What follows belongs to an exercise in optimizing a design on an open flow for small area, a short achievable clock period and few clock cycles per item; a production flow would make more cautious choices. The RTL was checked by simulation tests, not by an equivalence proof against the original design. Power and IR drop assume default switching activity.

--- design/flow/run.sh ---
#!/bin/bash
# synth_recipe.tcl (not shown) runs the flow's synth.tcl, then flattens the netlist and writes it again
# the make line also repeats each setting of config.mk as NAME=value (left out here)
make -C /OpenROAD-flow-scripts/flow DESIGN_CONFIG=/design/flow/config.mk WORK_HOME=/design/flow/orfs CLKGATE_MAP_FILE= SYNTH_SCRIPT=/design/flow/synth_recipe.tcl finish
--- design/flow/constraint.sdc ---
create_clock -name core_clock -period 9.0 [get_ports {clk}]
set_input_delay 1.8000 -clock core_clock [delete_from_list [all_inputs] [get_ports {clk}]]
set_output_delay 1.8000 -clock core_clock [all_outputs]
set_load 0.01 [all_outputs]
--- design/flow/design.v ---
package sasl_pkg;
    localparam logic [7:0]  ANGLE_HOME        = 8'd90;
    localparam logic [7:0]  RAMP_STEP_RST     = 8'd3;
    localparam logic [15:0] RAMP_INTERVAL_RST = 16'd8;
    localparam logic [11:0] PULSE_MIN_RST     = 12'd1000;
    localparam logic [11:0] PULSE_MAX_RST     = 12'd2000;
endpackage
module servo_angle_slew_limiter_core (
    input  logic        clk,
    input  logic        rst_n,
    input  logic        cmd_valid,
    output logic        cmd_stall,
    input  logic        cmd_op,
    input  logic [15:0] cmd_raw_angle,
    output logic        res_valid,
    input  logic        res_stall,
    output logic [7:0]  res_target_angle,
    output logic [7:0]  res_current_angle,
    output logic [11:0] res_target_pulse_us,
    output logic [11:0] res_drive_pulse_us,
    output logic        res_drive_updated,
    input  logic        cfg_valid,
    output logic        cfg_ready,
    input  logic [1:0]  cfg_index,
    input  logic [15:0] cfg_data
);
    logic [7:0]  step_r;
    logic [15:0] itv_r;
    logic [11:0] pmin_r, pmax_r;
    logic [19:0] kx_r;
    logic        neg_r;
    logic [4:0]  seq_r;
    logic        busy;
    logic [7:0]  now_r, goal_r;
    logic [15:0] cnt_r;
    logic        s1_valid_r, s1_goal_r, s1_moved_r;
    logic [7:0]  x_r;     
    logic        s2_valid_r, s2_goal_r, s2_moved_r;
    logic [7:0]  s2_x_r;
    logic [11:0] cs_s_r, cs_t_r;
    logic        cs_c_r;
    logic        res_valid_r, res_moved_r;
    logic [7:0]  res_goal_r, res_now_r;
    logic [11:0] pg_r, pn_r;
    logic        accept, x12, x23, out_free, s2_free;
    assign cfg_ready = 1'b1;
    assign busy      = (seq_r != 5'd0);
    assign out_free  = !res_valid_r || !res_stall;
    assign s2_free   = !s2_valid_r || out_free;
    assign x12       = s1_valid_r && s2_free;
    assign x23       = s2_valid_r && out_free;
    assign cmd_stall = busy || (s1_valid_r && s2_valid_r && res_valid_r && res_stall);
    assign accept    = cmd_valid && !cmd_stall;
    always_ff @(posedge clk or negedge rst_n)
    begin
        if (!rst_n)
        begin
            step_r <= sasl_pkg::RAMP_STEP_RST;
            itv_r  <= sasl_pkg::RAMP_INTERVAL_RST;
            pmin_r <= sasl_pkg::PULSE_MIN_RST;
            pmax_r <= sasl_pkg::PULSE_MAX_RST;
        end
        else if (cfg_valid)
        begin
            case (cfg_index)
                2'd0: step_r <= cfg_data[7:0];
                2'd1: itv_r  <= cfg_data;
                2'd2: pmin_r <= cfg_data[11:0];
                2'd3: pmax_r <= cfg_data[11:0];
            endcase
        end
    end
    always_ff @(posedge clk or negedge rst_n)
    begin
        if (!rst_n)
            seq_r <= 5'd24;
        else if (cfg_valid)
            seq_r <= 5'd24;
        else if (busy)
            seq_r <= seq_r - 5'd1;
    end
    logic [12:0] span;
    logic [11:0] mx_div;
    logic [8:0]  trial;
    logic        qbit;
    assign span   = {1'b0, pmax_r} - {1'b0, pmin_r};
    assign mx_div = span[11:0] ^ {12{span[12]}};
    assign trial  = {pg_r[7:0], kx_r[19]};
    assign qbit   = (trial >= 9'd180);
    always_ff @(posedge clk)
    begin
        if (seq_r == 5'd24)
        begin
            neg_r <= span[12];
            kx_r  <= {mx_div[4:0], span[12] ? 15'h7fff : 15'd179};
        end
        else if (seq_r > 5'd3)
            kx_r  <= {kx_r[18:0], qbit ^ neg_r};
    end
    logic [11:0] mac_s, mac_t, pulse;
    logic        mac_c;
    logic [12:0] cs_sum;
    sasl_pulse_mac u_mac (
        .x    (x_r),
        .k    (kx_r),
        .pmin (pmin_r),
        .neg  (neg_r),
        .s    (mac_s),
        .t    (mac_t),
        .c    (mac_c)
    );
    assign cs_sum = {cs_s_r, 1'b1} + {cs_t_r, cs_c_r};
    assign pulse  = cs_sum[12:1];
    assign res_valid           = res_valid_r;
    assign res_target_angle    = res_goal_r;
    assign res_current_angle   = res_now_r;
    assign res_target_pulse_us = pg_r;
    assign res_drive_pulse_us  = pn_r;
    assign res_drive_updated   = res_moved_r;
    logic        raw_big, raw_mid;
    logic [8:0]  raw_half;
    logic [7:0]  goal_set;
    logic [15:0] cnt_inc;
    logic        fire, up, snap_up, snap_dn;
    logic [8:0]  now_up, now_dn;
    logic [7:0]  now_step;
    logic        move;
    assign raw_big  = (cmd_raw_angle[14:0] > 15'd360);
    assign raw_mid  = (cmd_raw_angle[8:0] > 9'd180);
    assign raw_half = {1'b0, cmd_raw_angle[8:1]} + {8'd0, cmd_raw_angle[0]};
    assign goal_set = cmd_raw_angle[15] ? 8'd0
                    : raw_big           ? 8'd180
                    : raw_mid           ? raw_half[7:0]
                    :                     cmd_raw_angle[7:0];
    assign cnt_inc  = cnt_r + 16'd1;
    assign fire     = (cnt_inc >= itv_r);
    assign up       = (goal_r > now_r);
    assign now_up   = {1'b0, now_r} + {1'b0, step_r};
    assign now_dn   = {1'b0, now_r} - {1'b0, step_r};
    assign snap_up  = now_up[8] | (now_up[7:0] >= goal_r);
    assign snap_dn  = now_dn[8] | (now_dn[7:0] <= goal_r);
    assign now_step = up ? (snap_up ? goal_r : now_up[7:0])
                         : (snap_dn ? goal_r : now_dn[7:0]);
    assign move     = fire && (now_r != goal_r) && (step_r != 8'd0);
    always_ff @(posedge clk or negedge rst_n)
    begin
        if (!rst_n)
        begin
            now_r       <= sasl_pkg::ANGLE_HOME;
            goal_r      <= sasl_pkg::ANGLE_HOME;
            cnt_r       <= 16'd0;
            s1_valid_r  <= 1'b0;
            s2_valid_r  <= 1'b0;
            res_valid_r <= 1'b0;
        end
        else
        begin
            if (accept)
            begin
                if (cmd_op)
                    goal_r <= goal_set;
                else
                begin
                    cnt_r <= fire ? 16'd0 : cnt_inc;
                    if (move)
                        now_r <= now_step;
                end
            end
            if (accept)
                s1_valid_r <= 1'b1;
            else if (x12)
                s1_valid_r <= 1'b0;
            if (x12)
                s2_valid_r <= 1'b1;
            else if (x23)
                s2_valid_r <= 1'b0;
            if (x23)
                res_valid_r <= 1'b1;
            else if (!res_stall)
                res_valid_r <= 1'b0;
        end
    end
    always_ff @(posedge clk)
    begin
        if (accept)
        begin
            s1_goal_r  <= cmd_op;
            s1_moved_r <= !cmd_op && move;
            x_r        <= cmd_op ? goal_set : (move ? now_step : now_r);
        end
        else if (seq_r == 5'd4)
            x_r <= goal_r;
        else if (seq_r == 5'd3)
            x_r <= now_r;
        if (x12 || seq_r == 5'd3 || seq_r == 5'd2)
        begin
            s2_goal_r <= busy ? (seq_r == 5'd3) : s1_goal_r;
            s2_x_r    <= x_r;
            cs_s_r    <= mac_s;
            cs_t_r    <= mac_t;
            cs_c_r    <= mac_c;
        end
        if (x12)
            s2_moved_r <= s1_moved_r;
        if (x23)
            res_moved_r <= s2_moved_r;
        if ((x23 || seq_r == 5'd2 || seq_r == 5'd1) && s2_goal_r)
            res_goal_r <= s2_x_r;
        if ((x23 || seq_r == 5'd2 || seq_r == 5'd1) && !s2_goal_r)
            res_now_r <= s2_x_r;
        if (seq_r == 5'd24)
            pg_r[7:0] <= {1'b0, mx_div[11:5]};
        else if (seq_r > 5'd3)
            pg_r[7:0] <= qbit ? 8'(trial - 9'd180) : trial[7:0];
        if ((x23 || seq_r == 5'd2 || seq_r == 5'd1) && s2_goal_r)
            pg_r <= pulse;
        if ((x23 || seq_r == 5'd2 || seq_r == 5'd1) && !s2_goal_r)
            pn_r <= pulse;
    end
endmodule
module sasl_pulse_mac (
    input  logic [7:0]  x,
    input  logic [19:0] k,
    input  logic [11:0] pmin,
    input  logic        neg,
    output logic [11:0] s,
    output logic [11:0] t,
    output logic        c
);
    logic w1, w2, w3, w4, w5, w6, w7, w8, w9, w10, w11, w12, w13, w14, w15, w16, w17, w18, w19, w20, w21, w22, w23, w24, w25, w26, w27, w28, w29, w30, w31, w32, w33, w34, w35, w36, w37, w38, w39, w40, w41, w42, w43, w44, w45, w46, w47, w48, w49, w50, w51, w52, w53, w54, w55, w56, w57, w58, w59, w60, w61, w62, w63, w64, w65, w66, w67, w68, w69, w70, w71, w72, w73, w74, w75, w76, w77, w78, w79, w80, w81, w82, w83, w84, w85, w86, w87, w88, w89, w90, w91, w92, w93, w94, w95, w96, w97, w98, w99, w100, w101, w102, w103, w104, w105, w106, w107, w108, w109, w110, w111, w112, w113, w114, w115, w116, w117, w118, w119, w120, w121, w122, w123, w124, w125, w126, w127, w128, w129, w130, w131, w132, w133, w134, w135, w136, w137, w138, w139, w140, w141, w142, w143, w144, w145, w146, w147, w148, w149, w150, w151, w152, w153, w154, w155, w156, w157, w158, w159, w160, w161, w162, w163, w164, w165, w166, w167, w168, w169, w170, w171, w172, w173, w174, w175, w176, w177, w178, w179, w180, w181, w182, w183, w184, w185, w186, w187, w188, w189, w190, w191, w192, w193, w194, w195, w196, w197, w198, w199, w200, w201, w202, w203, w204, w205, w206, w207, w208, w209, w210, w211, w212, w213, w214, w215, w216, w217, w218, w219, w220, w221, w222, w223, w224, w225, w226, w227, w228, w229, w230, w231, w232, w233, w234, w235, w236, w237, w238, w239, w240, w241, w242, w243, w244, w245, w246, w247, w248, w249, w250, w251, w252, w253, w254;
    logic [14:0] lo_a, lo_b;
    logic [15:0] lo_sum;
    assign w1 = (x[0] & k[5]) ^ (x[1] & k[4]);
    assign w2 = (x[0] & k[5]) & (x[1] & k[4]);
    assign w3 = (x[0] & k[6]) ^ (x[1] & k[5]) ^ (x[2] & k[4]);
    assign w4 = ((x[0] & k[6]) & (x[1] & k[5])) | ((x[0] & k[6]) & (x[2] & k[4])) | ((x[1] & k[5]) & (x[2] & k[4]));
    assign w5 = (x[3] & k[3]) ^ (x[4] & k[2]);
    assign w6 = (x[3] & k[3]) & (x[4] & k[2]);
    assign w7 = (x[0] & k[7]) ^ (x[1] & k[6]) ^ (x[2] & k[5]);
    assign w8 = ((x[0] & k[7]) & (x[1] & k[6])) | ((x[0] & k[7]) & (x[2] & k[5])) | ((x[1] & k[6]) & (x[2] & k[5]));
    assign w9 = (x[3] & k[4]) ^ (x[4] & k[3]) ^ (x[5] & k[2]);
    assign w10 = ((x[3] & k[4]) & (x[4] & k[3])) | ((x[3] & k[4]) & (x[5] & k[2])) | ((x[4] & k[3]) & (x[5] & k[2]));
    assign w11 = (x[0] & k[8]) ^ (x[1] & k[7]) ^ (x[2] & k[6]);
    assign w12 = ((x[0] & k[8]) & (x[1] & k[7])) | ((x[0] & k[8]) & (x[2] & k[6])) | ((x[1] & k[7]) & (x[2] & k[6]));
    assign w13 = (x[3] & k[5]) ^ (x[4] & k[4]) ^ (x[5] & k[3]);
    assign w14 = ((x[3] & k[5]) & (x[4] & k[4])) | ((x[3] & k[5]) & (x[5] & k[3])) | ((x[4] & k[4]) & (x[5] & k[3]));
    assign w15 = (x[0] & k[9]) ^ (x[1] & k[8]) ^ (x[2] & k[7]);
    assign w16 = ((x[0] & k[9]) & (x[1] & k[8])) | ((x[0] & k[9]) & (x[2] & k[7])) | ((x[1] & k[8]) & (x[2] & k[7]));
    assign w17 = (x[3] & k[6]) ^ (x[4] & k[5]) ^ (x[5] & k[4]);
    assign w18 = ((x[3] & k[6]) & (x[4] & k[5])) | ((x[3] & k[6]) & (x[5] & k[4])) | ((x[4] & k[5]) & (x[5] & k[4]));
    assign w19 = (x[0] & k[10]) ^ (x[1] & k[9]) ^ (x[2] & k[8]);
    assign w20 = ((x[0] & k[10]) & (x[1] & k[9])) | ((x[0] & k[10]) & (x[2] & k[8])) | ((x[1] & k[9]) & (x[2] & k[8]));
    assign w21 = (x[3] & k[7]) ^ (x[4] & k[6]) ^ (x[5] & k[5]);
    assign w22 = ((x[3] & k[7]) & (x[4] & k[6])) | ((x[3] & k[7]) & (x[5] & k[5])) | ((x[4] & k[6]) & (x[5] & k[5]));
    assign w23 = (x[0] & k[11]) ^ (x[1] & k[10]) ^ (x[2] & k[9]);
    assign w24 = ((x[0] & k[11]) & (x[1] & k[10])) | ((x[0] & k[11]) & (x[2] & k[9])) | ((x[1] & k[10]) & (x[2] & k[9]));
    assign w25 = (x[3] & k[8]) ^ (x[4] & k[7]) ^ (x[5] & k[6]);
    assign w26 = ((x[3] & k[8]) & (x[4] & k[7])) | ((x[3] & k[8]) & (x[5] & k[6])) | ((x[4] & k[7]) & (x[5] & k[6]));
    assign w27 = (x[0] & k[12]) ^ (x[1] & k[11]) ^ (x[2] & k[10]);
    assign w28 = ((x[0] & k[12]) & (x[1] & k[11])) | ((x[0] & k[12]) & (x[2] & k[10])) | ((x[1] & k[11]) & (x[2] & k[10]));
    assign w29 = (x[3] & k[9]) ^ (x[4] & k[8]) ^ (x[5] & k[7]);
    assign w30 = ((x[3] & k[9]) & (x[4] & k[8])) | ((x[3] & k[9]) & (x[5] & k[7])) | ((x[4] & k[8]) & (x[5] & k[7]));
    assign w31 = (x[0] & k[13]) ^ (x[1] & k[12]) ^ (x[2] & k[11]);
    assign w32 = ((x[0] & k[13]) & (x[1] & k[12])) | ((x[0] & k[13]) & (x[2] & k[11])) | ((x[1] & k[12]) & (x[2] & k[11]));
    assign w33 = (x[3] & k[10]) ^ (x[4] & k[9]) ^ (x[5] & k[8]);
    assign w34 = ((x[3] & k[10]) & (x[4] & k[9])) | ((x[3] & k[10]) & (x[5] & k[8])) | ((x[4] & k[9]) & (x[5] & k[8]));
    assign w35 = (x[0] & k[14]) ^ (x[1] & k[13]) ^ (x[2] & k[12]);
    assign w36 = ((x[0] & k[14]) & (x[1] & k[13])) | ((x[0] & k[14]) & (x[2] & k[12])) | ((x[1] & k[13]) & (x[2] & k[12]));
    assign w37 = (x[3] & k[11]) ^ (x[4] & k[10]) ^ (x[5] & k[9]);
    assign w38 = ((x[3] & k[11]) & (x[4] & k[10])) | ((x[3] & k[11]) & (x[5] & k[9])) | ((x[4] & k[10]) & (x[5] & k[9]));
    assign w39 = (x[0] & k[15]) ^ (x[1] & k[14]) ^ (x[2] & k[13]);
    assign w40 = ((x[0] & k[15]) & (x[1] & k[14])) | ((x[0] & k[15]) & (x[2] & k[13])) | ((x[1] & k[14]) & (x[2] & k[13]));
    assign w41 = (x[3] & k[12]) ^ (x[4] & k[11]) ^ (x[5] & k[10]);
    assign w42 = ((x[3] & k[12]) & (x[4] & k[11])) | ((x[3] & k[12]) & (x[5] & k[10])) | ((x[4] & k[11]) & (x[5] & k[10]));
    assign w43 = (x[0] & k[16]) ^ (x[1] & k[15]) ^ (x[2] & k[14]);
    assign w44 = ((x[0] & k[16]) & (x[1] & k[15])) | ((x[0] & k[16]) & (x[2] & k[14])) | ((x[1] & k[15]) & (x[2] & k[14]));
    assign w45 = (x[3] & k[13]) ^ (x[4] & k[12]) ^ (x[5] & k[11]);
    assign w46 = ((x[3] & k[13]) & (x[4] & k[12])) | ((x[3] & k[13]) & (x[5] & k[11])) | ((x[4] & k[12]) & (x[5] & k[11]));
    assign w47 = (x[0] & k[17]) ^ (x[1] & k[16]) ^ (x[2] & k[15]);
    assign w48 = ((x[0] & k[17]) & (x[1] & k[16])) | ((x[0] & k[17]) & (x[2] & k[15])) | ((x[1] & k[16]) & (x[2] & k[15]));
    assign w49 = (x[3] & k[14]) ^ (x[4] & k[13]) ^ (x[5] & k[12]);
    assign w50 = ((x[3] & k[14]) & (x[4] & k[13])) | ((x[3] & k[14]) & (x[5] & k[12])) | ((x[4] & k[13]) & (x[5] & k[12]));
    assign w51 = (x[0] & k[18]) ^ (x[1] & k[17]) ^ (x[2] & k[16]);
    assign w52 = ((x[0] & k[18]) & (x[1] & k[17])) | ((x[0] & k[18]) & (x[2] & k[16])) | ((x[1] & k[17]) & (x[2] & k[16]));
    assign w53 = (x[3] & k[15]) ^ (x[4] & k[14]) ^ (x[5] & k[13]);
    assign w54 = ((x[3] & k[15]) & (x[4] & k[14])) | ((x[3] & k[15]) & (x[5] & k[13])) | ((x[4] & k[14]) & (x[5] & k[13]));
    assign w55 = (x[0] & k[19]) ^ (x[1] & k[18]) ^ (x[2] & k[17]);
    assign w56 = ((x[0] & k[19]) & (x[1] & k[18])) | ((x[0] & k[19]) & (x[2] & k[17])) | ((x[1] & k[18]) & (x[2] & k[17]));
    assign w57 = (x[3] & k[16]) ^ (x[4] & k[15]) ^ (x[5] & k[14]);
    assign w58 = ((x[3] & k[16]) & (x[4] & k[15])) | ((x[3] & k[16]) & (x[5] & k[14])) | ((x[4] & k[15]) & (x[5] & k[14]));
    assign w59 = (x[1] & k[19]) ^ (x[2] & k[18]) ^ (x[3] & k[17]);
    assign w60 = ((x[1] & k[19]) & (x[2] & k[18])) | ((x[1] & k[19]) & (x[3] & k[17])) | ((x[2] & k[18]) & (x[3] & k[17]));
    assign w61 = (x[4] & k[16]) ^ (x[5] & k[15]) ^ ((x[6] & k[14]) | (x[7] & k[13]));
    assign w62 = ((x[4] & k[16]) & (x[5] & k[15])) | ((x[4] & k[16]) & ((x[6] & k[14]) | (x[7] & k[13]))) | ((x[5] & k[15]) & ((x[6] & k[14]) | (x[7] & k[13])));
    assign w63 = (x[2] & k[19]) ^ (x[3] & k[18]) ^ (x[4] & k[17]);
    assign w64 = ((x[2] & k[19]) & (x[3] & k[18])) | ((x[2] & k[19]) & (x[4] & k[17])) | ((x[3] & k[18]) & (x[4] & k[17]));
    assign w65 = (x[5] & k[16]) ^ ((x[6] & k[15]) | (x[7] & k[14])) ^ pmin[6];
    assign w66 = ((x[5] & k[16]) & ((x[6] & k[15]) | (x[7] & k[14]))) | ((x[5] & k[16]) & pmin[6]) | (((x[6] & k[15]) | (x[7] & k[14])) & pmin[6]);
    assign w67 = (x[3] & k[19]) ^ (x[4] & k[18]) ^ (x[5] & k[17]);
    assign w68 = ((x[3] & k[19]) & (x[4] & k[18])) | ((x[3] & k[19]) & (x[5] & k[17])) | ((x[4] & k[18]) & (x[5] & k[17]));
    assign w69 = (x[0] & k[3]) ^ (x[1] & k[2]);
    assign w70 = (x[0] & k[3]) & (x[1] & k[2]);
    assign w71 = (x[0] & k[4]) ^ (x[1] & k[3]) ^ (x[2] & k[2]);
    assign w72 = ((x[0] & k[4]) & (x[1] & k[3])) | ((x[0] & k[4]) & (x[2] & k[2])) | ((x[1] & k[3]) & (x[2] & k[2]));
    assign w73 = (x[3] & k[1]) ^ (x[4] & k[0]);
    assign w74 = (x[3] & k[1]) & (x[4] & k[0]);
    assign w75 = w1 ^ (x[2] & k[3]) ^ (x[3] & k[2]);
    assign w76 = (w1 & (x[2] & k[3])) | (w1 & (x[3] & k[2])) | ((x[2] & k[3]) & (x[3] & k[2]));
    assign w77 = (x[4] & k[1]) ^ (x[5] & k[0]) ^ neg;
    assign w78 = ((x[4] & k[1]) & (x[5] & k[0])) | ((x[4] & k[1]) & neg) | ((x[5] & k[0]) & neg);
    assign w79 = w3 ^ w5 ^ (x[5] & k[1]);
    assign w80 = (w3 & w5) | (w3 & (x[5] & k[1])) | (w5 & (x[5] & k[1]));
    assign w81 = ((x[6] & k[0])) ^ neg ^ w2;
    assign w82 = (((x[6] & k[0])) & neg) | (((x[6] & k[0])) & w2) | (neg & w2);
    assign w83 = w7 ^ w9 ^ ((x[6] & k[1]) | (x[7] & k[0]));
    assign w84 = (w7 & w9) | (w7 & ((x[6] & k[1]) | (x[7] & k[0]))) | (w9 & ((x[6] & k[1]) | (x[7] & k[0])));
    assign w85 = neg ^ w4 ^ w6;
    assign w86 = (neg & w4) | (neg & w6) | (w4 & w6);
    assign w87 = w11 ^ w13 ^ ((x[6] & k[2]) | (x[7] & k[1]));
    assign w88 = (w11 & w13) | (w11 & ((x[6] & k[2]) | (x[7] & k[1]))) | (w13 & ((x[6] & k[2]) | (x[7] & k[1])));
    assign w89 = neg ^ w8 ^ w10;
    assign w90 = (neg & w8) | (neg & w10) | (w8 & w10);
    assign w91 = w15 ^ w17 ^ ((x[6] & k[3]) | (x[7] & k[2]));
    assign w92 = (w15 & w17) | (w15 & ((x[6] & k[3]) | (x[7] & k[2]))) | (w17 & ((x[6] & k[3]) | (x[7] & k[2])));
    assign w93 = neg ^ w12 ^ w14;
    assign w94 = (neg & w12) | (neg & w14) | (w12 & w14);
    assign w95 = w19 ^ w21 ^ ((x[6] & k[4]) | (x[7] & k[3]));
    assign w96 = (w19 & w21) | (w19 & ((x[6] & k[4]) | (x[7] & k[3]))) | (w21 & ((x[6] & k[4]) | (x[7] & k[3])));
    assign w97 = neg ^ w16 ^ w18;
    assign w98 = (neg & w16) | (neg & w18) | (w16 & w18);
    assign w99 = w23 ^ w25 ^ ((x[6] & k[5]) | (x[7] & k[4]));
    assign w100 = (w23 & w25) | (w23 & ((x[6] & k[5]) | (x[7] & k[4]))) | (w25 & ((x[6] & k[5]) | (x[7] & k[4])));
    assign w101 = neg ^ w20 ^ w22;
    assign w102 = (neg & w20) | (neg & w22) | (w20 & w22);
    assign w103 = w27 ^ w29 ^ ((x[6] & k[6]) | (x[7] & k[5]));
    assign w104 = (w27 & w29) | (w27 & ((x[6] & k[6]) | (x[7] & k[5]))) | (w29 & ((x[6] & k[6]) | (x[7] & k[5])));
    assign w105 = neg ^ w24 ^ w26;
    assign w106 = (neg & w24) | (neg & w26) | (w24 & w26);
    assign w107 = w31 ^ w33 ^ ((x[6] & k[7]) | (x[7] & k[6]));
    assign w108 = (w31 & w33) | (w31 & ((x[6] & k[7]) | (x[7] & k[6]))) | (w33 & ((x[6] & k[7]) | (x[7] & k[6])));
    assign w109 = neg ^ w28 ^ w30;
    assign w110 = (neg & w28) | (neg & w30) | (w28 & w30);
    assign w111 = w35 ^ w37 ^ ((x[6] & k[8]) | (x[7] & k[7]));
    assign w112 = (w35 & w37) | (w35 & ((x[6] & k[8]) | (x[7] & k[7]))) | (w37 & ((x[6] & k[8]) | (x[7] & k[7])));
    assign w113 = neg ^ w32 ^ w34;
    assign w114 = (neg & w32) | (neg & w34) | (w32 & w34);
    assign w115 = w39 ^ w41 ^ ((x[6] & k[9]) | (x[7] & k[8]));
    assign w116 = (w39 & w41) | (w39 & ((x[6] & k[9]) | (x[7] & k[8]))) | (w41 & ((x[6] & k[9]) | (x[7] & k[8])));
    assign w117 = pmin[0] ^ w36 ^ w38;
    assign w118 = (pmin[0] & w36) | (pmin[0] & w38) | (w36 & w38);
    assign w119 = w43 ^ w45 ^ ((x[6] & k[10]) | (x[7] & k[9]));
    assign w120 = (w43 & w45) | (w43 & ((x[6] & k[10]) | (x[7] & k[9]))) | (w45 & ((x[6] & k[10]) | (x[7] & k[9])));
    assign w121 = pmin[1] ^ w40 ^ w42;
    assign w122 = (pmin[1] & w40) | (pmin[1] & w42) | (w40 & w42);
    assign w123 = w47 ^ w49 ^ ((x[6] & k[11]) | (x[7] & k[10]));
    assign w124 = (w47 & w49) | (w47 & ((x[6] & k[11]) | (x[7] & k[10]))) | (w49 & ((x[6] & k[11]) | (x[7] & k[10])));
    assign w125 = pmin[2] ^ w44 ^ w46;
    assign w126 = (pmin[2] & w44) | (pmin[2] & w46) | (w44 & w46);
    assign w127 = w51 ^ w53 ^ ((x[6] & k[12]) | (x[7] & k[11]));
    assign w128 = (w51 & w53) | (w51 & ((x[6] & k[12]) | (x[7] & k[11]))) | (w53 & ((x[6] & k[12]) | (x[7] & k[11])));
    assign w129 = pmin[3] ^ w48 ^ w50;
    assign w130 = (pmin[3] & w48) | (pmin[3] & w50) | (w48 & w50);
    assign w131 = w55 ^ w57 ^ ((x[6] & k[13]) | (x[7] & k[12]));
    assign w132 = (w55 & w57) | (w55 & ((x[6] & k[13]) | (x[7] & k[12]))) | (w57 & ((x[6] & k[13]) | (x[7] & k[12])));
    assign w133 = pmin[4] ^ w52 ^ w54;
    assign w134 = (pmin[4] & w52) | (pmin[4] & w54) | (w52 & w54);
    assign w135 = w59 ^ w61 ^ pmin[5];
    assign w136 = (w59 & w61) | (w59 & pmin[5]) | (w61 & pmin[5]);
    assign w137 = (neg & x[0]) ^ w56 ^ w58;
    assign w138 = ((neg & x[0]) & w56) | ((neg & x[0]) & w58) | (w56 & w58);
    assign w139 = w63 ^ w65 ^ (neg & ~x[1]);
    assign w140 = (w63 & w65) | (w63 & (neg & ~x[1])) | (w65 & (neg & ~x[1]));
    assign w141 = (neg & ~x[0]) ^ w60 ^ w62;
    assign w142 = ((neg & ~x[0]) & w60) | ((neg & ~x[0]) & w62) | (w60 & w62);
    assign w143 = w67 ^ ((x[6] & k[16]) | (x[7] & k[15])) ^ pmin[7];
    assign w144 = (w67 & ((x[6] & k[16]) | (x[7] & k[15]))) | (w67 & pmin[7]) | (((x[6] & k[16]) | (x[7] & k[15])) & pmin[7]);
    assign w145 = (neg & ~x[2]) ^ w64 ^ w66;
    assign w146 = ((neg & ~x[2]) & w64) | ((neg & ~x[2]) & w66) | (w64 & w66);
    assign w147 = (x[4] & k[19]) ^ (x[5] & k[18]) ^ ((x[6] & k[17]) | (x[7] & k[16]));
    assign w148 = ((x[4] & k[19]) & (x[5] & k[18])) | ((x[4] & k[19]) & ((x[6] & k[17]) | (x[7] & k[16]))) | ((x[5] & k[18]) & ((x[6] & k[17]) | (x[7] & k[16])));
    assign w149 = pmin[8] ^ (neg & ~x[3]) ^ w68;
    assign w150 = (pmin[8] & (neg & ~x[3])) | (pmin[8] & w68) | ((neg & ~x[3]) & w68);
    assign w151 = (x[5] & k[19]) ^ ((x[6] & k[18]) | (x[7] & k[17])) ^ pmin[9];
    assign w152 = ((x[5] & k[19]) & ((x[6] & k[18]) | (x[7] & k[17]))) | ((x[5] & k[19]) & pmin[9]) | (((x[6] & k[18]) | (x[7] & k[17])) & pmin[9]);
    assign w153 = (x[0] & k[2]) ^ (x[1] & k[1]);
    assign w154 = (x[0] & k[2]) & (x[1] & k[1]);
    assign w155 = w69 ^ (x[2] & k[1]) ^ (x[3] & k[0]);
    assign w156 = (w69 & (x[2] & k[1])) | (w69 & (x[3] & k[0])) | ((x[2] & k[1]) & (x[3] & k[0]));
    assign w157 = w71 ^ w73 ^ neg;
    assign w158 = (w71 & w73) | (w71 & neg) | (w73 & neg);
    assign w159 = w75 ^ w77 ^ w72;
    assign w160 = (w75 & w77) | (w75 & w72) | (w77 & w72);
    assign w161 = w79 ^ w81 ^ w76;
    assign w162 = (w79 & w81) | (w79 & w76) | (w81 & w76);
    assign w163 = w83 ^ w85 ^ w80;
    assign w164 = (w83 & w85) | (w83 & w80) | (w85 & w80);
    assign w165 = w87 ^ w89 ^ w84;
    assign w166 = (w87 & w89) | (w87 & w84) | (w89 & w84);
    assign w167 = w91 ^ w93 ^ w88;
    assign w168 = (w91 & w93) | (w91 & w88) | (w93 & w88);
    assign w169 = w95 ^ w97 ^ w92;
    assign w170 = (w95 & w97) | (w95 & w92) | (w97 & w92);
    assign w171 = w99 ^ w101 ^ w96;
    assign w172 = (w99 & w101) | (w99 & w96) | (w101 & w96);
    assign w173 = w103 ^ w105 ^ w100;
    assign w174 = (w103 & w105) | (w103 & w100) | (w105 & w100);
    assign w175 = w107 ^ w109 ^ w104;
    assign w176 = (w107 & w109) | (w107 & w104) | (w109 & w104);
    assign w177 = w111 ^ w113 ^ w108;
    assign w178 = (w111 & w113) | (w111 & w108) | (w113 & w108);
    assign w179 = w115 ^ w117 ^ w112;
    assign w180 = (w115 & w117) | (w115 & w112) | (w117 & w112);
    assign w181 = w119 ^ w121 ^ w116;
    assign w182 = (w119 & w121) | (w119 & w116) | (w121 & w116);
    assign w183 = w123 ^ w125 ^ w120;
    assign w184 = (w123 & w125) | (w123 & w120) | (w125 & w120);
    assign w185 = w127 ^ w129 ^ w124;
    assign w186 = (w127 & w129) | (w127 & w124) | (w129 & w124);
    assign w187 = w131 ^ w133 ^ w128;
    assign w188 = (w131 & w133) | (w131 & w128) | (w133 & w128);
    assign w189 = w135 ^ w137 ^ w132;
    assign w190 = (w135 & w137) | (w135 & w132) | (w137 & w132);
    assign w191 = w139 ^ w141 ^ w136;
    assign w192 = (w139 & w141) | (w139 & w136) | (w141 & w136);
    assign w193 = w143 ^ w145 ^ w140;
    assign w194 = (w143 & w145) | (w143 & w140) | (w145 & w140);
    assign w195 = w147 ^ w149 ^ w144;
    assign w196 = (w147 & w149) | (w147 & w144) | (w149 & w144);
    assign w197 = w151 ^ (neg & ~x[4]) ^ w148;
    assign w198 = (w151 & (neg & ~x[4])) | (w151 & w148) | ((neg & ~x[4]) & w148);
    assign w199 = ((x[6] & k[19]) | (x[7] & k[18])) ^ pmin[10] ^ (neg & ~x[5]);
    assign w200 = (((x[6] & k[19]) | (x[7] & k[18])) & pmin[10]) | (((x[6] & k[19]) | (x[7] & k[18])) & (neg & ~x[5])) | (pmin[10] & (neg & ~x[5]));
    assign w201 = ((x[7] & k[19])) ^ pmin[11];
    assign w202 = ((x[7] & k[19])) & pmin[11];
    assign w203 = (x[0] & k[1]) ^ (x[1] & k[0]);
    assign w204 = (x[0] & k[1]) & (x[1] & k[0]);
    assign w205 = w153 ^ (x[2] & k[0]) ^ neg;
    assign w206 = (w153 & (x[2] & k[0])) | (w153 & neg) | ((x[2] & k[0]) & neg);
    assign w207 = w155 ^ neg ^ w154;
    assign w208 = (w155 & neg) | (w155 & w154) | (neg & w154);
    assign w209 = w157 ^ w70 ^ w156;
    assign w210 = (w157 & w70) | (w157 & w156) | (w70 & w156);
    assign w211 = w159 ^ w74 ^ w158;
    assign w212 = (w159 & w74) | (w159 & w158) | (w74 & w158);
    assign w213 = w161 ^ w78 ^ w160;
    assign w214 = (w161 & w78) | (w161 & w160) | (w78 & w160);
    assign w215 = w163 ^ w82 ^ w162;
    assign w216 = (w163 & w82) | (w163 & w162) | (w82 & w162);
    assign w217 = w165 ^ w86 ^ w164;
    assign w218 = (w165 & w86) | (w165 & w164) | (w86 & w164);
    assign w219 = w167 ^ w90 ^ w166;
    assign w220 = (w167 & w90) | (w167 & w166) | (w90 & w166);
    assign w221 = w169 ^ w94 ^ w168;
    assign w222 = (w169 & w94) | (w169 & w168) | (w94 & w168);
    assign w223 = w171 ^ w98 ^ w170;
    assign w224 = (w171 & w98) | (w171 & w170) | (w98 & w170);
    assign w225 = w173 ^ w102 ^ w172;
    assign w226 = (w173 & w102) | (w173 & w172) | (w102 & w172);
    assign w227 = w175 ^ w106 ^ w174;
    assign w228 = (w175 & w106) | (w175 & w174) | (w106 & w174);
    assign w229 = w177 ^ w110 ^ w176;
    assign w230 = (w177 & w110) | (w177 & w176) | (w110 & w176);
    assign w231 = w179 ^ w114 ^ w178;
    assign w232 = (w179 & w114) | (w179 & w178) | (w114 & w178);
    assign w233 = w181 ^ w118 ^ w180;
    assign w234 = (w181 & w118) | (w181 & w180) | (w118 & w180);
    assign w235 = w183 ^ w122 ^ w182;
    assign w236 = (w183 & w122) | (w183 & w182) | (w122 & w182);
    assign w237 = w185 ^ w126 ^ w184;
    assign w238 = (w185 & w126) | (w185 & w184) | (w126 & w184);
    assign w239 = w187 ^ w130 ^ w186;
    assign w240 = (w187 & w130) | (w187 & w186) | (w130 & w186);
    assign w241 = w189 ^ w134 ^ w188;
    assign w242 = (w189 & w134) | (w189 & w188) | (w134 & w188);
    assign w243 = w191 ^ w138 ^ w190;
    assign w244 = (w191 & w138) | (w191 & w190) | (w138 & w190);
    assign w245 = w193 ^ w142 ^ w192;
    assign w246 = (w193 & w142) | (w193 & w192) | (w142 & w192);
    assign w247 = w195 ^ w146 ^ w194;
    assign w248 = (w195 & w146) | (w195 & w194) | (w146 & w194);
    assign w249 = w197 ^ w150 ^ w196;
    assign w250 = (w197 & w150) | (w197 & w196) | (w150 & w196);
    assign w251 = w199 ^ w152 ^ w198;
    assign w252 = (w199 & w152) | (w199 & w198) | (w152 & w198);
    assign w253 = w201 ^ (neg & ~x[6]) ^ w200;
    assign w254 = (w201 & (neg & ~x[6])) | (w201 & w200) | ((neg & ~x[6]) & w200);
    assign lo_a = {w229, w227, w225, w223, w221, w219, w217, w215, w213, w211, w209, w207, w205, w203, (x[0] & k[0])};
    assign lo_b = {w228, w226, w224, w222, w220, w218, w216, w214, w212, w210, w208, w206, w204, neg, neg};
    assign lo_sum = {1'b0, lo_a} + {1'b0, lo_b};
    assign c = lo_sum[15];
    assign s = {w253, w251, w249, w247, w245, w243, w241, w239, w237, w235, w233, w231};
    assign t = {w252, w250, w248, w246, w244, w242, w240, w238, w236, w234, w232, w230};
endmodule
module servo_slew_limiter (
    input  logic        clk,
    input  logic        rst_n,
    input  logic        cmd_valid,
    output logic        cmd_stall,
    input  logic        cmd_op,
    input  logic [15:0] cmd_raw_angle,
    output logic        res_valid,
    input  logic        res_stall,
    output logic [7:0]  res_target_angle,
    output logic [7:0]  res_current_angle,
    output logic [11:0] res_target_pulse_us,
    output logic [11:0] res_drive_pulse_us,
    output logic        res_drive_updated,
    input  logic        cfg_valid,
    output logic        cfg_ready,
    input  logic [1:0]  cfg_index,
    input  logic [15:0] cfg_data
);
    servo_angle_slew_limiter_core u_core (
        .clk                 (clk),
        .rst_n               (rst_n),
        .cmd_valid           (cmd_valid),
        .cmd_stall           (cmd_stall),
        .cmd_op              (cmd_op),
        .cmd_raw_angle       (cmd_raw_angle),
        .res_valid           (res_valid),
        .res_stall           (res_stall),
        .res_target_angle    (res_target_angle),
        .res_current_angle   (res_current_angle),
        .res_target_pulse_us (res_target_pulse_us),
        .res_drive_pulse_us  (res_drive_pulse_us),
        .res_drive_updated   (res_drive_updated),
        .cfg_valid           (cfg_valid),
        .cfg_ready           (cfg_ready),
        .cfg_index           (cfg_index),
        .cfg_data            (cfg_data)
    );
endmodule
--- design/flow/config.mk ---
export PLATFORM = sky130hd
export DESIGN_NAME = servo_slew_limiter
export DESIGN_NICKNAME = servo_slew_limiter
export VERILOG_FILES = /design/flow/design.v
export SDC_FILE = /design/flow/constraint.sdc
export NUM_CORES = 4
export LEC_CHECK = 0
export CAP_MARGIN = 20
export CORE_MARGIN = 2
export CORE_UTILIZATION = 40
export CTS_BUF_LIST = sky130_fd_sc_hd__clkbuf_8
export CTS_CLUSTER_SIZE = 40
export PLACE_DENSITY = 0.6
export SETUP_SLACK_MARGIN = 5
export SLEW_MARGIN = 20
==> impl_metrics.py, run 1 <==
metrics = {
    "yosys": {
        "synth-seq-area-share_pct": 35.5,
        "async_reset_ff_share_pct": 45.1,
        "synth_cell_types": 87,
        "syn_area_per_cell_um2": 10.4,
        "synth_nets": 1754,
        "synth_area_um2": 15300,
        "synth_edf_count": 107,
        "ys_warn_count": 1,
        "yosys_register_bits": 195,
        "synthFlopType": "edfxtp_1",
        "synth_cells": 1481,
    },
    "clocking": {
        "cts_tree": "yes",
        "clockBufferDepth": 2,
        "cts_hold_buf": 0,
        "cts_sinks": 195,
        "cts-root-buf": "clkbuf_8",
        "cts_max_level": 4,
        "cts.clk_slew.worst_paths_ns": 0.10,
        "cts_made_buffers": 17,
        "clk_latency_ns": 0.48,
    },
    "layout": {
        "fin_cells": 2131,
        "syn_to_final_growth_pct": 17.0,
        "final_cell_mix": "inv_1, nand2_1, fa_1",
        "drive_gt1_share_pct": 17.2,
        "antenna_cells": 0,
        "final_common_cell": "inv_1",
        "final_nets": 1880,
    },
    "detailed_routing": {
        "drc_errors": 0,
        "avgViaCountPerCell": 5.19,
        "drt_pre_antenna_iters": 5,
        "detailedRoute.firstIterationViolations": 620,
        "vias": 11100,
        "routed_wl_mm": 36.3,
        "wl_per_cell_um": 17.0,
        "ant_nets": 0,
    },
    "hold_path": {
        "hp-class": "reg -> reg",
    },
    "timing": {
        "grt_setup_unrepaired": "yes",
        "clock_skew_ns": 0.0188,
        "setup-violations-final": 0,
        "fmax_mhz": 251,
        "hold_viol_final": 0,
        "final_max_slew_viol_count": 0,
        "min_period_over_period_pct": 44.2,
        "worstMarginPinSlew_ns": 0.966,
        "tns_ns": 0,
        "max_slew_margin_pct": 35.6,
        "finalCriticalPeriod_ns": 3.98,
    },
    "worst_setup_path": {
        "crit_path_end_kind": "output pin",
        "path_class": "in -> out",
        "arrival_ns": 2.18,
        "critPathMaxFanout": 3,
        "startpoint_type": "input port",
        "required_ns": 7.20,
    },
    "die": {
        "core_area_um2": 37800,
        "num_rows": 71,
        "die_area_um2": 39900,
        "die_y_um": 200,
        "chipWidth_um": 200,
        "start_util_pct": 40.6,
        "ios": 84,
    },
    "global_routing": {
        "grt_remaining_overflow": 0,
        "antenna_found_initial": 0,
        "grt.total_usage_pct": 19.1,
        "grt_max_degree": 76,
        "grt_pass1_wl_mm": 59.2,
        "grt_pass1_vias": 11300,
    },
    "pwr": {
        "powerDensity_nw_per_um2": 402,
        "total_leakage_power_nw": 7.93,
        "vdd_drop_max_uv": 744,
    },
    "placed_design": {
        "hpwlAfterDp_mm": 26.4,
        "dp.cells": 2021,
        "port_buffers": 82,
        "gp_congestion": 0.892,
    },
    "run": {
        "drv_cap": 0,
    },
    "run_status": {
        "status": "timing/DRC/antenna clean",
    },
}
worst paths after layout:
| check | from | endpoint | slack (ns) | cells after the start |
|---|---|---|---|---|
| max | res_stall | cmd_stall | 5.02 | 4 |
| min | u_core.s2_moved_r$_DFFE_PP_ | u_core.res_moved_r$_DFFE_PP_ | 0.45 | 0 |
| max reg2reg | u_core.x_r[0]$_DFFE_PP_ | u_core.cs_c_r$_DFFE_PP_ | 5.04 | 14 |
| min reg2reg | u_core.s2_moved_r$_DFFE_PP_ | u_core.res_moved_r$_DFFE_PP_ | 0.45 | 0 |
| max in group asynchronous | rst_n | u_core.cnt_r[4]$_DFFE_PN0P_ | 6.59 | 2 |
| min in group asynchronous | rst_n | u_core.cnt_r[13]$_DFFE_PN0P_ | 1.14 | 1 |
stage by stage:
step                worst slack, ns  power (mW)  instance area [um2]  hold WS [ns]  utilization, %
finish                         5.02        7.21                17900         0.447            47.5
global route                   4.93        8.14                17900         0.460            47.5
CTS                            4.98        6.85                17600         0.448            46.5
detailed placement             3.99        5.73                16600         0.409            44.0
global placement               3.98        5.59                16600         0.423            44.0
floorplan                      5.00        4.68                15300         0.400               -
Yosys cell counts (6+ instances only):
master	count	area share, %
a21o_1	21	1.0
a21oi_1	54	1.8
a22o_1	9	0.51
a22oi_1	12	0.59
a31oi_1	9	0.37
and2_1	71	2.9
and3_1	9	0.37
buf_2	7	0.23
clkbuf_1	47	1.2
dfrtp_1	63	10
dfstp_2	25	4.3
edfxtp_1	107	21
fa_1	123	16
ha_1	110	9.0
inv_1	199	4.9
mux2_2	43	3.2
mux2i_1	7	0.46
nand2_1	161	3.9
nand2b_1	17	0.69
nand3_1	30	0.98
nand4_1	11	0.45
nor2_1	50	1.2
nor2b_1	14	0.57
nor3_1	19	0.62
o211ai_1	8	0.39
o21ai_0	51	1.7
o21ai_1	8	0.26
o221ai_1	8	0.46
o22ai_1	7	0.29
o41ai_1	6	0.34
or3_1	9	0.37
xnor2_1	44	2.5
xor2_1	16	0.91
worst max-delay path, cell delays in order:
cell and delay (ns):
buf_6 0.09, nand4_1 0.09, nand2_1 0.06, buf_2 0.14
where the power goes:
part	total (mW)	leakage, nW	internal, mW	switching (mW)
combinational	5.16	5.67	2.51	2.65
sequential	1.44	2.05	1.27	0.171
clock	0.612	0.216	0.270	0.342
total	7.21	7.93	4.05	3.16
cell families (layout without fill, tap and decap cells):
| logic type | after synthesis | after routing | synth area share [%] |
|---|---|---|---|
| xor+xnor | 61 | 61 | 3.57 |
| simple gates | 421 | 421 | 13.8 |
| buf+inv | 263 | 402 | 6.65 |
| flops | 195 | 195 | 35.5 |
| fa+ha+maj | 233 | 233 | 25.0 |
| other cells | 1 | 1 | 0.0245 |
| compound gates | 257 | 257 | 11.8 |
| mux | 50 | 50 | 3.61 |
repair_timing:
| item | 4_1_cts | 5_1_grt |
|---|---|---|
| endpoints found under the setup margin | 13 | 19 |
| buffers inserted | 56 | 22 |
| resized for setup | 43 | 49 |
| pin swaps | 28 | 51 |
state kept, by name, indices dropped and copies added (netlist names), 5 cells and up:
| signal | count |
|---|---|
| u_core.pn_r | 12 |
| u_core.cs_s_r | 12 |
| u_core.now_r | 8 |
| u_core.res_goal_r | 8 |
| u_core.res_now_r | 8 |
| u_core.step_r | 8 |
| u_core.cnt_r | 16 |
| u_core.x_r | 8 |
| u_core.pmax_r | 12 |
| u_core.pg_r | 12 |
| u_core.seq_r | 5 |
| u_core.s2_x_r | 8 |
| u_core.goal_r | 8 |
| u_core.pmin_r | 12 |
| u_core.itv_r | 16 |
| u_core.cs_t_r | 12 |
| u_core.kx_r | 20 |
area by class of cell:
cell class / instances / area (um2)
clock buffers: 17 / 234
clock inverters: 15 / 183
fillers: 3565 / 19800
inverters: 202 / 761
multi-input cells: 1023 / 9190
flip-flops and latches: 195 / 5450
well taps: 511 / 639
repair buffers: 168 / 1490
layer usage:
layer | routed length, um | global-route usage (%)
met5 | 0 | 0
met4 | 645 | 4.72
met3 | 1570 | 2.87
met2 | 17500 | 32.3
met1 | 16500 | 25.9
Testbench counts, summed over its fixed seeds: cycles 24,208, items 24,000.
==> inputs of run 2 (changes only) <==
--- a/design/flow/config.mk
+++ b/design/flow/config.mk
@@ -11,5 +11,5 @@
 export CTS_BUF_LIST = sky130_fd_sc_hd__clkbuf_8
 export CTS_CLUSTER_SIZE = 40
 export PLACE_DENSITY = 0.6
-export SETUP_SLACK_MARGIN = 5
+export SETUP_SLACK_MARGIN = 4.6
 export SLEW_MARGIN = 20
==> run 2 against run 1 <==
Still clean on timing, DRC and antenna. Final cell count decreased by 1.6%. Non-clock buffer count decreased by 36. Power decreased by 11%. Clock power increased by 8.3%. Largest power group unchanged.
==> impl_metrics.py, run 2 <==
metrics = {
    "run_status": {
        "status": "timing/DRC/antenna clean",
    },
    "placed_design": {
        "port_buffers": 82,
        "gp_congestion": 0.880,
        "dpl_cell_area_um2": 16600,
        "hpwlAfterDp_mm": 26.5,
    },
    "clocking": {
        "cts_made_buffers": 17,
        "cts_tree": "yes",
        "cts.clk_slew.worst_paths_ns": 0.09,
        "clk_latency_ns": 0.49,
        "cts-root-buf": "clkbuf_8",
        "clockBufferDepth": 2,
        "cts_hold_buf": 0,
        "cts_max_level": 4,
        "cts_sinks": 195,
    },
    "timing": {
        "grt_setup_unrepaired": "no",
        "clock_skew_ns": 0.0171,
        "tns_ns": 0,
        "worstMarginPinSlew_ns": 0.956,
        "final_max_slew_viol_count": 0,
        "setup-violations-final": 0,
        "min_period_over_period_pct": 47.8,
        "fmax_mhz": 232,
        "max_slew_margin_pct": 36.3,
        "hold_viol_final": 0,
        "finalCriticalPeriod_ns": 4.30,
    },
    "pwr": {
        "internal-power_mw": 3.59,
        "powerDensity_nw_per_um2": 368,
        "swShare_pct": 44.1,
        "vdd_drop_max_uv": 467,
        "p_clk_share_pct": 10.3,
        "p_switching_mw": 2.83,
        "seqPwrFrac_pct": 22.9,
        "total_leakage_power_nw": 7.73,
        "p_comb_share_pct": 66.8,
    },
    "worst_setup_path": {
        "startpoint_type": "input port",
        "r2r_start": "u_core.kx_r[9]$_DFFE_PP_",
        "crit_chain": "dlygate4sd2_1 -> nand4_1 -> nand2_1 -> clkdlybuf4s15_2",
        "required_ns": 7.20,
        "cp_slowest_stage_delay_ns": 0.26,
        "critPathMaxFanout": 3,
        "crit_path_top_delay_cell": "dlygate4sd2_1",
        "reg2reg_to": "u_core.cs_c_r$_DFFE_PP_",
        "ff2ff_path_depth": 13,
        "arrival_ns": 2.50,
        "r2r_slack_ns": 4.74,
        "crit_path_end_kind": "output pin",
        "path_class": "in -> out",
    },
    "layout": {
        "fillers": 3510,
        "final_cell_mix": "inv_1, nand2_1, fa_1",
        "top_register": "u_core.kx_r",
        "final_common_cell": "inv_1",
        "stdcell_area_um2": 17400,
        "largest_reg_flops": 20,
        "drive_gt1_share_pct": 11.4,
        "syn_to_final_growth_pct": 13.6,
        "final_nets": 1844,
        "top_regs": "u_core.kx_r x20, u_core.cnt_r x16, u_core.itv_r x16",
    },
    "global_routing": {
        "grt.total_usage_pct": 18.6,
        "antenna_found_initial": 0,
        "grt_max_degree": 75,
        "grt_remaining_overflow": 0,
        "grt_pass1_vias": 11000,
        "grt_pass1_wl_mm": 57.7,
    },
    "yosys": {
        "synth_edf_count": 107,
        "synth_top_cells_by_count": "inv_1, nand2_1, fa_1",
        "syn_area_per_cell_um2": 10.4,
        "synth-seq-area-share_pct": 35.5,
        "synth_cells": 1481,
        "synth_cell_types": 87,
        "synth_area_um2": 15300,
        "synthFlopType": "edfxtp_1",
        "synth_nets": 1754,
        "async_reset_ff_share_pct": 45.1,
        "synth_top_cells_by_area": "edfxtp_1, fa_1, dfrtp_1",
        "synth_top_area_share_pct": 21.0,
        "yosys_register_bits": 195,
        "yosysMostFrequentCell": "inv_1",
        "ys_warn_count": 1,
        "yosysTopAreaCell": "edfxtp_1",
    },
    "detailed_routing": {
        "vias": 10900,
        "drt_pre_antenna_iters": 5,
        "wl_per_cell_um": 16.8,
        "avgViaCountPerCell": 5.19,
        "drc_errors": 0,
        "routed_wl_mm": 35.1,
        "detailedRoute.firstIterationViolations": 683,
        "ant_nets": 0,
    },
    "die": {
        "die_y_um": 200,
        "core_area_um2": 37800,
        "die_area_um2": 39900,
        "num_rows": 71,
        "ios": 84,
        "chipWidth_um": 200,
        "start_util_pct": 40.6,
    },
    "run": {
        "drv_cap": 0,
    },
    "hold_path": {
        "hold_start": "u_core.s2_x_r[3]$_DFFE_PP_",
        "worstHoldPathCells": 0,
        "min_to": "u_core.res_goal_r[3]$_DFFE_PP_",
        "hp-class": "reg -> reg",
    },
}
[run 2: cell counts after synthesis]
Identical to the previous run, type by type.
[run 2: cell type report]
cell class              count  area, um2  area share [%]
diodes                      1       2.50          0.0144
clock buffers              17        234            1.34
clock inverters            15        224            1.29
inverters                 202        763            4.38
multi-input cells        1023       8920            51.2
flip-flops and latches    195       5450            31.3
well taps                 511        639            3.67
repair buffers            132       1190            6.85
[run 2: power by group through the flow]
| stage | registers [mW] | clock network [mW] | logic [mW] |
|---|---|---|---|
| after floorplan | 1.37 | 0 | 3.31 |
| after global placement | 1.49 | 0 | 4.12 |
| after detailed placement | 1.50 | 0 | 4.27 |
| after CTS | 1.48 | 0.681 | 4.30 |
| after global routing | 1.49 | 0.716 | 5.11 |
| final | 1.47 | 0.663 | 4.28 |
[run 2: worst max-delay path by stage]
stage                                     start                 endpoint
finish                                res_stall                cmd_stall
global route           u_core.kx_r[9]$_DFFE_PP_  u_core.cs_c_r$_DFFE_PP_
CTS                 u_core.cnt_r[0]$_DFFE_PN0P_  u_core.x_r[3]$_DFFE_PP_
detailed placement                    res_stall                cmd_stall
global placement                      res_stall                cmd_stall
floorplan               u_core.x_r[0]$_DFFE_PP_  u_core.cs_c_r$_DFFE_PP_
[run 2: worst max-delay path: cells and delay by family]
family        cells  cell delay [ns]
buf+inv           2             0.52
simple gates      2             0.18
[run 2: kinds of logic after synthesis]
family | count (synthesis) | synth area share (%)
AOI/OAI and AO/OA | 257 | 11.8
xor gates and xnor gates | 61 | 3.57
adders and majority gates | 233 | 25.0
buffers and inverters | 263 | 6.65
DFF | 195 | 35.5
muxes | 50 | 3.61
other | 1 | 0.0245
and+or+nand+nor | 421 | 13.8
[run 2: metrics by stage]
step	std cells	total power, mW	worst slack [ns]	hold WS (ns)	util (%)
after floorplan	1481	4.68	4.95	0.400	-
after global placement	2021	5.62	3.99	0.423	44.0
after detailed placement	2021	5.77	3.95	0.405	44.0
after CTS	2060	6.46	4.64	0.449	45.3
after global routing	2095	7.31	4.59	0.460	46.2
final	2096	6.42	4.70	0.448	46.2
[run 2: routing by layer]
metal  part of all wire [%]  GRT usage, %  wire, um
met1                     46          25.2     16200
met2                     49          31.5     17100
met3                    4.2          2.94      1490
met4                    1.0          3.98       364
met5                      0             0         0
[run 2: what timing repair did]
action | in CTS | in global routing
endpoints found under the setup margin | 6 | 11
gates resized for setup | 5 | 7
buffers inserted | 7 | 35
pin swaps | 1 | 3
==> inputs of run 3 (changes only) <==
--- a/design/flow/config.mk
+++ b/design/flow/config.mk
@@ -7,9 +7,9 @@
 export LEC_CHECK = 0
 export CAP_MARGIN = 20
 export CORE_MARGIN = 2
-export CORE_UTILIZATION = 40
+export CORE_UTILIZATION = 55
 export CTS_BUF_LIST = sky130_fd_sc_hd__clkbuf_8
 export CTS_CLUSTER_SIZE = 40
-export PLACE_DENSITY = 0.6
-export SETUP_SLACK_MARGIN = 4.6
+export PLACE_DENSITY = 0.7
+export SETUP_SLACK_MARGIN = 5
 export SLEW_MARGIN = 20
==> run 3 against run 2 <==
Still clean on timing, DRC and antenna. Sequential power hardly changed. Non-clock buffer count rose by 36. Clock skew is 0.0022 ns lower. Via count up 4.3%. Synthesized area unchanged. Hold slack improved by 0.0014 ns. Clock power shrank 11%. Clock-buffer cell count is 1 higher. First-iteration DRC count is 3.8% higher.
==> impl_metrics.py, run 3 <==
metrics = {
    "detailed_routing": {
        "wl_per_cell_um": 18.0,
        "met3_length_mm": 2.40,
        "routed_wl_mm": 35.9,
        "top_layer": "met4",
        "ant_nets": 0,
        "vias": 11300,
        "drt_pre_antenna_iters": 5,
        "met2WireLength_mm": 17.8,
        "drc_errors": 0,
        "met1_length_mm": 14.8,
        "detailedRoute.firstIterationViolations": 709,
        "avgViaCountPerCell": 5.67,
    },
    "yosys": {
        "synth-seq-area-share_pct": 35.5,
        "synth_edf_count": 107,
        "yosysTopAreaCell": "edfxtp_1",
        "synth_top_area_share_pct": 21.0,
        "synth_area_um2": 15300,
        "syn_area_per_cell_um2": 10.4,
        "synthFlopType": "edfxtp_1",
        "synth_cell_types": 87,
        "yosys_register_bits": 195,
        "synth_top_cells_by_area": "edfxtp_1, fa_1, dfrtp_1",
        "async_reset_ff_share_pct": 45.1,
        "synth_top_cells_by_count": "inv_1, nand2_1, fa_1",
        "ys_warn_count": 1,
        "synth_cells": 1481,
        "yosysMostFrequentCell": "inv_1",
        "synth_nets": 1754,
    },
    "pwr": {
        "vdd_drop_max_uv": 465,
        "powerDensity_nw_per_um2": 391,
        "total_leakage_power_nw": 7.92,
    },
    "layout": {
        "final_cell_mix": "inv_1, nand2_1, fa_1",
        "fin_cells": 1999,
        "top_regs": "u_core.kx_r x20, u_core.cnt_r x16, u_core.itv_r x16",
        "final_nets": 1880,
        "top_register": "u_core.kx_r",
        "largest_reg_flops": 20,
        "drive_gt1_share_pct": 17.2,
        "final_common_cell": "inv_1",
        "fillers": 2203,
        "syn_to_final_growth_pct": 16.0,
    },
    "die": {
        "ios": 84,
        "start_util_pct": 55.5,
        "chipWidth_um": 171,
        "num_rows": 61,
        "die_area_um2": 29200,
        "core_area_um2": 27600,
        "die_y_um": 171,
    },
    "worst_setup_path": {
        "required_ns": 9.24,
        "arrival_ns": 4.26,
        "critPathMaxFanout": 3,
        "startpoint_type": "flop",
        "path_class": "reg -> reg",
        "crit_path_end_kind": "flop",
    },
    "timing": {
        "setup-violations-final": 0,
        "finalCriticalPeriod_ns": 4.03,
        "hold_viol_final": 0,
        "tns_ns": 0,
        "min_period_over_period_pct": 44.8,
        "final_max_slew_viol_count": 0,
        "worstMarginPinSlew_ns": 0.917,
        "fmax_mhz": 248,
        "grt_setup_unrepaired": "yes",
        "clock_skew_ns": 0.0149,
        "max_slew_margin_pct": 38.9,
    },
    "clocking": {
        "clockBufferDepth": 2,
        "cts_max_level": 4,
        "cts.clk_slew.worst_paths_ns": 0.10,
        "cts_tree": "yes",
        "cts_made_buffers": 17,
        "clk_latency_ns": 0.49,
        "cts_sinks": 195,
        "cts-root-buf": "clkbuf_8",
    },
    "global_routing": {
        "antenna_found_initial": 2,
        "grt.total_usage_pct": 25.2,
        "grt_max_degree": 72,
        "grt_remaining_overflow": 0,
        "grt_pass1_wl_mm": 57.2,
        "grt_pass1_vias": 11300,
    },
    "run": {
        "drv_cap": 0,
    },
    "run_status": {
        "status": "timing/DRC/antenna clean",
    },
    "hold_path": {
        "hp-class": "reg -> reg",
    },
    "placed_design": {
        "hpwlAfterDp_mm": 26.0,
        "port_buffers": 82,
        "dp.cells": 1887,
        "gp_congestion": 0.904,
    },
}
## run 3: final timing paths
path | start | endpoint | slack, ns | cells past startpoint
worst min-delay path | u_core.s1_moved_r$_DFFE_PP_ | u_core.s2_moved_r$_DFFE_PP_ | 0.45 | 0
worst max register to register | u_core.kx_r[9]$_DFFE_PP_ | u_core.cs_c_r$_DFFE_PP_ | 4.97 | 16
worst max-delay path | u_core.kx_r[9]$_DFFE_PP_ | u_core.cs_c_r$_DFFE_PP_ | 4.97 | 16
min in group asynchronous | rst_n | u_core.itv_r[13]$_DFFE_PN0P_ | 1.15 | 1
max in group asynchronous | rst_n | u_core.step_r[6]$_DFFE_PN0P_ | 6.67 | 2
worst min register to register | u_core.s1_moved_r$_DFFE_PP_ | u_core.s2_moved_r$_DFFE_PP_ | 0.45 | 0
## run 3: final cells by class
type	instances	area, um2	area share (%)
antenna	1	2.50	0.0141
inverter	202	761	4.28
timing repair buffer	168	1500	8.44
tap	378	473	2.66
clock buffer	18	248	1.39
multi-input combinational	1023	9200	51.7
sequential	195	5450	30.6
clock inverter	14	149	0.837
## run 3: critical path: stages, from the launching register on
cell      delay, ns
edfxtp_1       0.37
buf_4          0.13
buf_4          0.12
nand2_1        0.07
fa_1           0.48
inv_1          0.06
fa_1           0.56
inv_1          0.08
fa_1           0.48
fa_1           0.40
inv_1          0.07
ha_1           0.24
a21o_1         0.19
a21o_1         0.17
a21oi_2        0.20
o21a_1         0.15
a31oi_1        0.04
## run 3: report_power, final
group	switching, mW	internal (mW)	total [mW]	leakage (nW)
Sequential	0.168	1.27	1.44	2.05
Combinational	2.61	2.31	4.92	5.66
Clock	0.332	0.259	0.591	0.212
Total	3.11	3.85	6.95	7.92
## run 3: repair_timing
item / 4_1_cts / 5_1_grt
cloned: 0 / 0
buffers inserted: 55 / 24
setup endpoints to repair: 13 / 22
hold buffers: 0 / 0
pin swaps: 33 / 35
gates resized for setup: 35 / 63
## run 3: kinds of logic after synthesis
kind of cell    count (synthesis)  synth area share (%)
other cells                     1                0.0245
compound gates                257                  11.8
buf+inv                       263                  6.65
mux                            50                  3.61
flops                         195                  35.5
simple gates                  421                  13.8
fa+ha+maj                     233                  25.0
xor+xnor                       61                  3.57
## run 3: routing by layer
metal | up-vias | global-route usage (%)
met2 | 405 | 43.1
li1 | 5278 | -
met4 | 0 | 7.59
met1 | 5587 | 32.4
met5 | - | 0
met3 | 71 | 5.02
## run 3: stage by stage
step	area (um2)	setup slack [ns]	utilization (%)	hold WS [ns]	power, mW
final	17800	4.97	64.4	0.449	6.95
after floorplan	15300	5.00	-	0.400	4.68
after global routing	17800	4.85	64.4	0.464	7.79
after global placement	16400	4.00	59.5	0.416	5.59
after CTS	17300	4.99	62.7	0.441	6.69
after detailed placement	16400	3.99	59.5	0.405	5.78
==> inputs of run 4 (changes only) <==
--- a/design/flow/config.mk
+++ b/design/flow/config.mk
@@ -7,9 +7,7 @@
 export LEC_CHECK = 0
 export CAP_MARGIN = 20
 export CORE_MARGIN = 2
-export CORE_UTILIZATION = 55
-export CTS_BUF_LIST = sky130_fd_sc_hd__clkbuf_8
-export CTS_CLUSTER_SIZE = 40
-export PLACE_DENSITY = 0.7
+export CORE_UTILIZATION = 40
+export PLACE_DENSITY = 0.6
 export SETUP_SLACK_MARGIN = 5
 export SLEW_MARGIN = 20
==> run 4 against run 3 <==
Register-to-register slack better by 0.04 ns. Clock-buffer cell count grew 1. Die area rose by 37%. Synthesized area is the same. Hold slack got worse by 0.0070 ns. Non-clock buffer count fell by 2. Still clean. Clock power increased by 31%. Critical path type unchanged. Global-route usage decreased by 6.0 points. Core utilization is 16 points lower. First-iteration DRC count down 16%. Critical path depth down 2. Power rose by 3.8%.
==> impl_metrics.py, run 4 <==
metrics = {
    "worst_setup_path": {
        "cpMostUsedCell": "fa_1",
        "critPathMaxFanout": 3,
        "crit_cells": 14,
        "path_class": "reg -> reg",
        "startpoint_type": "flop",
        "path_buf_inv": 5,
        "cp_slowest_stage_delay_ns": 0.56,
        "arrival_ns": 4.27,
        "crit_path_end_kind": "flop",
        "worstSetupEndpoint": "u_core.cs_c_r$_DFFE_PP_",
        "required_ns": 9.29,
        "cp_top_family": "adder cells",
        "r2r_start": "u_core.x_r[0]$_DFFE_PP_",
        "crit_start": "u_core.x_r[0]$_DFFE_PP_",
        "reg2reg_to": "u_core.cs_c_r$_DFFE_PP_",
        "r2r_slack_ns": 5.02,
        "crit_chain": "buf_6 -> and2_1 -> fa_1 -> inv_2 -> fa_1 -> inv_1 -> fa_1 -> inv_1 -> fa_1 -> inv_2 -> ha_4 -> nand4_1 -> o21a_1 -> a31oi_2",
        "ff2ff_path_depth": 14,
        "crit_path_top_delay_cell": "fa_1",
    },
    "timing": {
        "clock_skew_ns": 0.00873,
        "worstMarginPinSlew_ns": 0.982,
        "fmax_mhz": 251,
        "finalCriticalPeriod_ns": 3.98,
        "final_max_slew_viol_count": 0,
        "tns_ns": 0,
        "min_period_over_period_pct": 44.3,
        "max_slew_margin_pct": 34.5,
        "grt_setup_unrepaired": "yes",
        "setup-violations-final": 0,
        "hold_viol_final": 0,
        "whs_ns": 0.442,
    },
    "yosys": {
        "synth_top_cells_by_area": "edfxtp_1, fa_1, dfrtp_1",
        "synth_area_um2": 15300,
        "yosys_register_bits": 195,
        "synth_cells": 1481,
        "synth_top_area_share_pct": 21.0,
        "syn_area_per_cell_um2": 10.4,
        "yosysMostFrequentCell": "inv_1",
        "async_reset_ff_share_pct": 45.1,
        "synth_edf_count": 107,
        "ys_warn_count": 1,
        "synth-seq-area-share_pct": 35.5,
        "yosysTopAreaCell": "edfxtp_1",
        "synth_cell_types": 87,
        "synthFlopType": "edfxtp_1",
        "synth_top_cells_by_count": "inv_1, nand2_1, fa_1",
        "synth_nets": 1754,
    },
    "run": {
        "drv_cap": 0,
    },
    "layout": {
        "stdcell_area_um2": 18100,
        "final_cell_mix": "inv_1, nand2_1, fa_1",
        "largest_reg_flops": 20,
        "fillers": 3523,
        "top_register": "u_core.kx_r",
        "syn_to_final_growth_pct": 18.0,
        "fin_cells": 2129,
        "top_regs": "u_core.kx_r x20, u_core.cnt_r x16, u_core.itv_r x16",
        "final_common_cell": "inv_1",
        "final_nets": 1878,
        "drive_gt1_share_pct": 17.0,
        "antenna_cells": 0,
    },
    "clocking": {
        "clk_latency_ns": 0.45,
        "cts_hold_buf": 0,
        "clockBufferDepth": 2,
        "cts-root-buf": "clkbuf_16",
        "cts_max_level": 4,
        "cts_sinks": 195,
        "cts_tree": "yes",
        "cts.clk_slew.worst_paths_ns": 0.08,
        "cts_made_buffers": 17,
    },
    "die": {
        "ios": 84,
        "die_area_um2": 39900,
        "chipWidth_um": 200,
        "start_util_pct": 40.6,
        "num_rows": 71,
        "core_area_um2": 37800,
        "die_y_um": 200,
    },
    "pwr": {
        "powerDensity_nw_per_um2": 399,
        "p_comb_share_pct": 69.2,
        "seqPwrFrac_pct": 20.0,
        "power.total_mw": 7.22,
        "swShare_pct": 43.3,
        "total_leakage_power_nw": 8.00,
        "internal-power_mw": 4.10,
        "p_clk_share_pct": 10.8,
        "vdd_drop_max_uv": 727,
        "p_switching_mw": 3.12,
    },
    "run_status": {
        "status": "timing/DRC/antenna clean",
    },
    "detailed_routing": {
        "drc_errors": 0,
        "avgViaCountPerCell": 5.19,
        "wl_per_cell_um": 17.0,
        "drt_pre_antenna_iters": 4,
        "ant_nets": 0,
        "vias": 11100,
        "detailedRoute.firstIterationViolations": 598,
        "routed_wl_mm": 36.3,
    },
    "placed_design": {
        "gp_congestion": 0.892,
        "port_buffers": 82,
        "hpwlAfterDp_mm": 26.4,
        "dp.cells": 2021,
        "dpl_cell_area_um2": 16600,
    },
    "global_routing": {
        "grt_pass1_wl_mm": 59.4,
        "grt_max_degree": 76,
        "grt.total_usage_pct": 19.1,
        "grt_remaining_overflow": 0,
        "grt_pass1_vias": 11300,
        "antenna_found_initial": 0,
    },
    "hold_path": {
        "hp-class": "reg -> reg",
    },
}
run 4: cell counts after synthesis:
No cell type changed its count.
run 4: worst min-delay path by stage:
stage / slack, ns / endpoint / cells past startpoint / from
5_1_grt: 0.45 / u_core.s2_moved_r$_DFFE_PP_ / 0 / u_core.s1_moved_r$_DFFE_PP_
6_report: 0.44 / u_core.res_moved_r$_DFFE_PP_ / 0 / u_core.s2_moved_r$_DFFE_PP_
3_5_place_dp: 0.41 / u_core.res_moved_r$_DFFE_PP_ / 0 / u_core.s2_moved_r$_DFFE_PP_
4_1_cts: 0.44 / u_core.res_moved_r$_DFFE_PP_ / 0 / u_core.s2_moved_r$_DFFE_PP_
2_1_floorplan: 0.40 / u_core.res_moved_r$_DFFE_PP_ / 0 / u_core.s2_moved_r$_DFFE_PP_
3_3_place_gp: 0.42 / u_core.res_moved_r$_DFFE_PP_ / 0 / u_core.s2_moved_r$_DFFE_PP_
run 4: kinds of logic after synthesis:
group                    synth area share, %
XOR/XNOR                                3.57
multiplexers                            3.61
adder cells (fa/ha/maj)                 25.0
other                                 0.0245
flip-flops                              35.5
AO/OA/AOI/OAI                           11.8
AND/OR/NAND/NOR                         13.8
buffers and inverters                   6.65
run 4: layout make-up:
| class | count | area (um2) | share of cell area, % |
|---|---|---|---|
| Timing Repair Buffer | 166 | 1480 | 8.16 |
| Clock inverter | 13 | 123 | 0.677 |
| Clock buffer | 19 | 475 | 2.63 |
| Multi-Input combinational cell | 1023 | 9180 | 50.7 |
| Sequential cell | 195 | 5450 | 30.1 |
| Inverter | 202 | 761 | 4.20 |
| Tap cell | 511 | 639 | 3.53 |
run 4: what timing repair did:
action,4_1_cts,5_1_grt
gates resized for setup,43,47
endpoints found under the setup margin,17,19
pin swaps,27,52
setup buffers,55,21
run 4: power by group through the flow:
stage,logic (mW),registers [mW],clock network [mW]
3_5_place_dp,4.23,1.50,0
3_3_place_gp,4.10,1.49,0
4_1_cts,4.77,1.45,0.795
6_report,5.00,1.44,0.777
5_1_grt,5.83,1.46,0.832
2_1_floorplan,3.31,1.37,0
run 4: through the flow:
| step | utilization, % | setup WS [ns] |
|---|---|---|
| floorplan | - | 5.00 |
| global placement | 44.0 | 3.98 |
| detailed placement | 44.0 | 3.99 |
| CTS | 47.0 | 4.94 |
| global route | 47.9 | 4.90 |
| finish | 47.9 | 5.02 |
run 4: metal layers:
layer  wire length [um]  GRT usage, %
met1              16800          26.0
met2              17500          32.3
met3               1210          2.86
met4                720          4.75
met5                  0             0

Setup slack of run 4, layout unchanged: 5.015 ns with ideal ports, 4.991 ns with driving cells assumed (clock clkbuf_16, inputs buf_2), 4.663 ns with port delays also shifted by the 0.495 ns mid clock arrival.
